From an optimization exercise on the open Yosys and OpenROAD flow, aimed at small area, a short achievable clock period and few clock cycles; shortcuts taken in it are not production practice. The RTL was checked by simulation tests, not by an equivalence proof against the original design. Power and IR drop assume default switching activity.

Setup of zinc:
==> flow/design.v (excerpt) <==
module arithmetic_encoder_bitstream
(
   input  wire logic        clock,
   input  wire logic        reset,
   input  wire logic        req_tvalid,
   output logic             req_tready,
   input  wire logic [63:0] req_tdata,    
   input  wire logic [0:0]  req_tuser,    
   output logic             rsp_tvalid,
   input  wire logic        rsp_tready,
   output logic [7:0]       rsp_tdata,    
   output logic             rsp_tlast,
   output logic [1:0]       rsp_tuser,    
   input  wire logic        csr_valid,
   output logic             csr_ready,
   input  wire logic [4:0]  csr_wdata
);
Settings: LEC_CHECK=0, CAP_MARGIN=20, CORE_MARGIN=2, CORE_UTILIZATION=45, SLEW_MARGIN=20, SYNTH_HIERARCHICAL=1; clock period 11.0 ns.
run.sh (not shown) runs the stock make flow with config.mk's settings and CLKGATE_MAP_FILE= SYNTH_SCRIPT=/design/flow/synth_recipe.tcl, a recipe that flattens the netlist after the stock synthesis.
To summarise zinc: no stage aborted, but the layout did not pass its checks, failing on setup timing.
Testbench counts of zinc, summed over its fixed seeds: cycles 5,106.
### zinc -> umber
-- flow/design.v --
<<< zinc, line 279
   logic [1:0]  ph_ff;
   logic [4:0]  dcnt_ff;
   logic [41:6] accl_ff, acch_ff;          
   logic [31:0] hi_sum;
   logic [4:0]  m;
>>> umber, line 279
   logic [1:0]  ph_ff;
   logic [4:0]  dcnt_ff;
   logic [41:0] accl_ff, acch_ff;
   logic [31:0] hi_sum;
   logic [4:0]  m;
<<< zinc, line 295
   logic [30:0] lw;
   logic [24:0] opa;
   logic [31:0] addl, addh;
   logic [41:0] rl, rh;
   logic [30:0] ql, qh;
>>> umber, line 295
   logic [30:0] lw;
   logic [24:0] opa;
   logic [41:0] addl, addh;
   logic [41:0] rl, rh;
   logic [30:0] ql, qh;
<<< zinc, line 302
   logic [4:0]  z;
   abe_lzc u_lzc (.x(s_new), .z(z));
   assign m      = 5'd30 - z_ff;
   assign hi_sum = {1'b0, lo_ff} + {1'b0, s_ff} - 32'd1;
   assign dx     = lo_ff ^ hi_sum[30:0];
>>> umber, line 302
   logic [4:0]  z;
   abe_lzc u_lzc (.x(s_new), .z(z));
   assign m      = 5'd31 - z_ff;
   assign hi_sum = {1'b0, lo_ff} + {1'b0, s_ff} - 32'd1;
   assign dx     = lo_ff ^ hi_sum[30:0];
<<< zinc, line 341
      if (!busy_ff) begin
         addl = '0;
         addh = !r_chn ? '0 : a0nz ? {1'b0, st} : {7'd0, st[30:6]};
      end else begin
         unique case (cur)
            P1:      begin addl = accl_ff[37:6];  addh = acch_ff[37:6];  end
            P2:      begin addl = accl_ff[41:10]; addh = acch_ff[41:10]; end
            default: begin
               addl = a0nz ? accl_ff[37:6] : {6'd0, accl_ff[41:16]};
               addh = a0nz ? acch_ff[37:6] : {6'd0, acch_ff[41:16]};
            end
         endcase
>>> umber, line 341
      if (!busy_ff) begin
         addl = '0;
         addh = !r_chn ? '0 : a0nz ? {11'd0, st} : {17'd0, st[30:6]};
      end else begin
         unique case (cur)
            P1:      begin addl = accl_ff >> 6;  addh = acch_ff >> 6;  end
            P2:      begin addl = accl_ff >> 10; addh = acch_ff >> 10; end
            default: begin
               addl = a0nz ? accl_ff >> 6 : accl_ff >> 16;
               addh = a0nz ? acch_ff >> 6 : acch_ff >> 16;
            end
         endcase
<<< zinc, line 381
      if (reset) begin
         s_ff     <= 31'd1;
         z_ff     <= 5'd30;
         a0_ff    <= 1'b0;
         lo_ff    <= '0;
>>> umber, line 381
      if (reset) begin
         s_ff     <= 31'd1;
         z_ff     <= 5'd31;
         a0_ff    <= 1'b0;
         lo_ff    <= '0;
<<< zinc, line 397
         end else if (do_fin) begin
            s_ff     <= 31'd1;
            z_ff     <= 5'd30;
            a0_ff    <= 1'b0;
            tw_ff    <= '0;
>>> umber, line 397
         end else if (do_fin) begin
            s_ff     <= 31'd1;
            z_ff     <= 5'd31;
            a0_ff    <= 1'b0;
            tw_ff    <= '0;
<<< zinc, line 414
   always_ff @(posedge clock) begin
      if (do_pass) begin
         accl_ff <= rl[41:6];
         acch_ff <= rh[41:6];
      end
   end
>>> umber, line 414
   always_ff @(posedge clock) begin
      if (do_pass) begin
         accl_ff <= rl;
         acch_ff <= rh;
      end
   end
<<< zinc, line 427
   input  wire logic [24:0]   a,
   input  wire logic [15:0]   b,
   input  wire logic [31:0]   c,
   output logic [41:0]        r
);
>>> umber, line 427
   input  wire logic [24:0]   a,
   input  wire logic [15:0]   b,
   input  wire logic [41:0]   c,
   output logic [41:0]        r
);
<<< zinc, line 433
   assign a_w = {17'd0, a};
   assign b_w = {26'd0, b};
   assign r   = a_w * b_w + {10'd0, c};
endmodule
`default_nettype wire
>>> umber, line 433
   assign a_w = {17'd0, a};
   assign b_w = {26'd0, b};
   assign r   = a_w * b_w + c;
endmodule
`default_nettype wire
<<< zinc, line 443
   output logic [30:0]        y
);
   assign y = x << sh;
endmodule
`default_nettype wire
>>> umber, line 443
   output logic [30:0]        y
);
   logic [31:0] t;
   assign t = {1'b0, x} << sh;
   assign y = t[31:1];
endmodule
`default_nettype wire
<<< zinc, line 468
   assign y4   = n[1] ? y3[1:0] : y3[3:2];
   assign n[0] = !y4[1];
   assign z    = n - 5'd1;
endmodule
`default_nettype wire
>>> umber, line 470
   assign y4   = n[1] ? y3[1:0] : y3[3:2];
   assign n[0] = !y4[1];
   assign z    = n;
endmodule
`default_nettype wire
Notes after the runs:
Power density over the cells (umber vs. zinc) increases by more than 10%
Diff zinc -> umber: total number of vias now sits lower; detailed route wirelength on metal3 increased 460 µm; final instance area shows no meaningful change; sequential share of power lower; fmax has increased.
To summarise umber: no stage aborted, but the layout did not pass its checks, failing on setup timing.
Compared to zinc, the router laid down more metal wire for umber.
Testbench counts of umber, summed over its fixed seeds: cycles 5,106.

-- separate check: timing with driven ports --
In the flow no input, the clock included, has a driving cell. The finished layouts below were timed again as built, in two steps.
Step 1: set_driving_cell puts a clkbuf_16 on clock and a buf_2 on each other input, an assumption about the parent block.
Step 2 adds t to the input delays and takes it off the output delays; t is the mean of the earliest and latest rising clock arrival at the registers after step 1. Input paths then give back, and output paths get back, about the clock's delay inside the block.
a / b / c = ideal ports / drivers / drivers and shift; a / b = the first two.
run | t, ns | slack for setup (ns) | worst slew at a driven data input, ns | cell pins on the clock port's net
zinc | 0.720 | -0.317 / -0.317 / -0.317 | 0.08 | 1
umber | 0.690 | -0.135 / -0.135 / -0.135 | 0.09 | 1
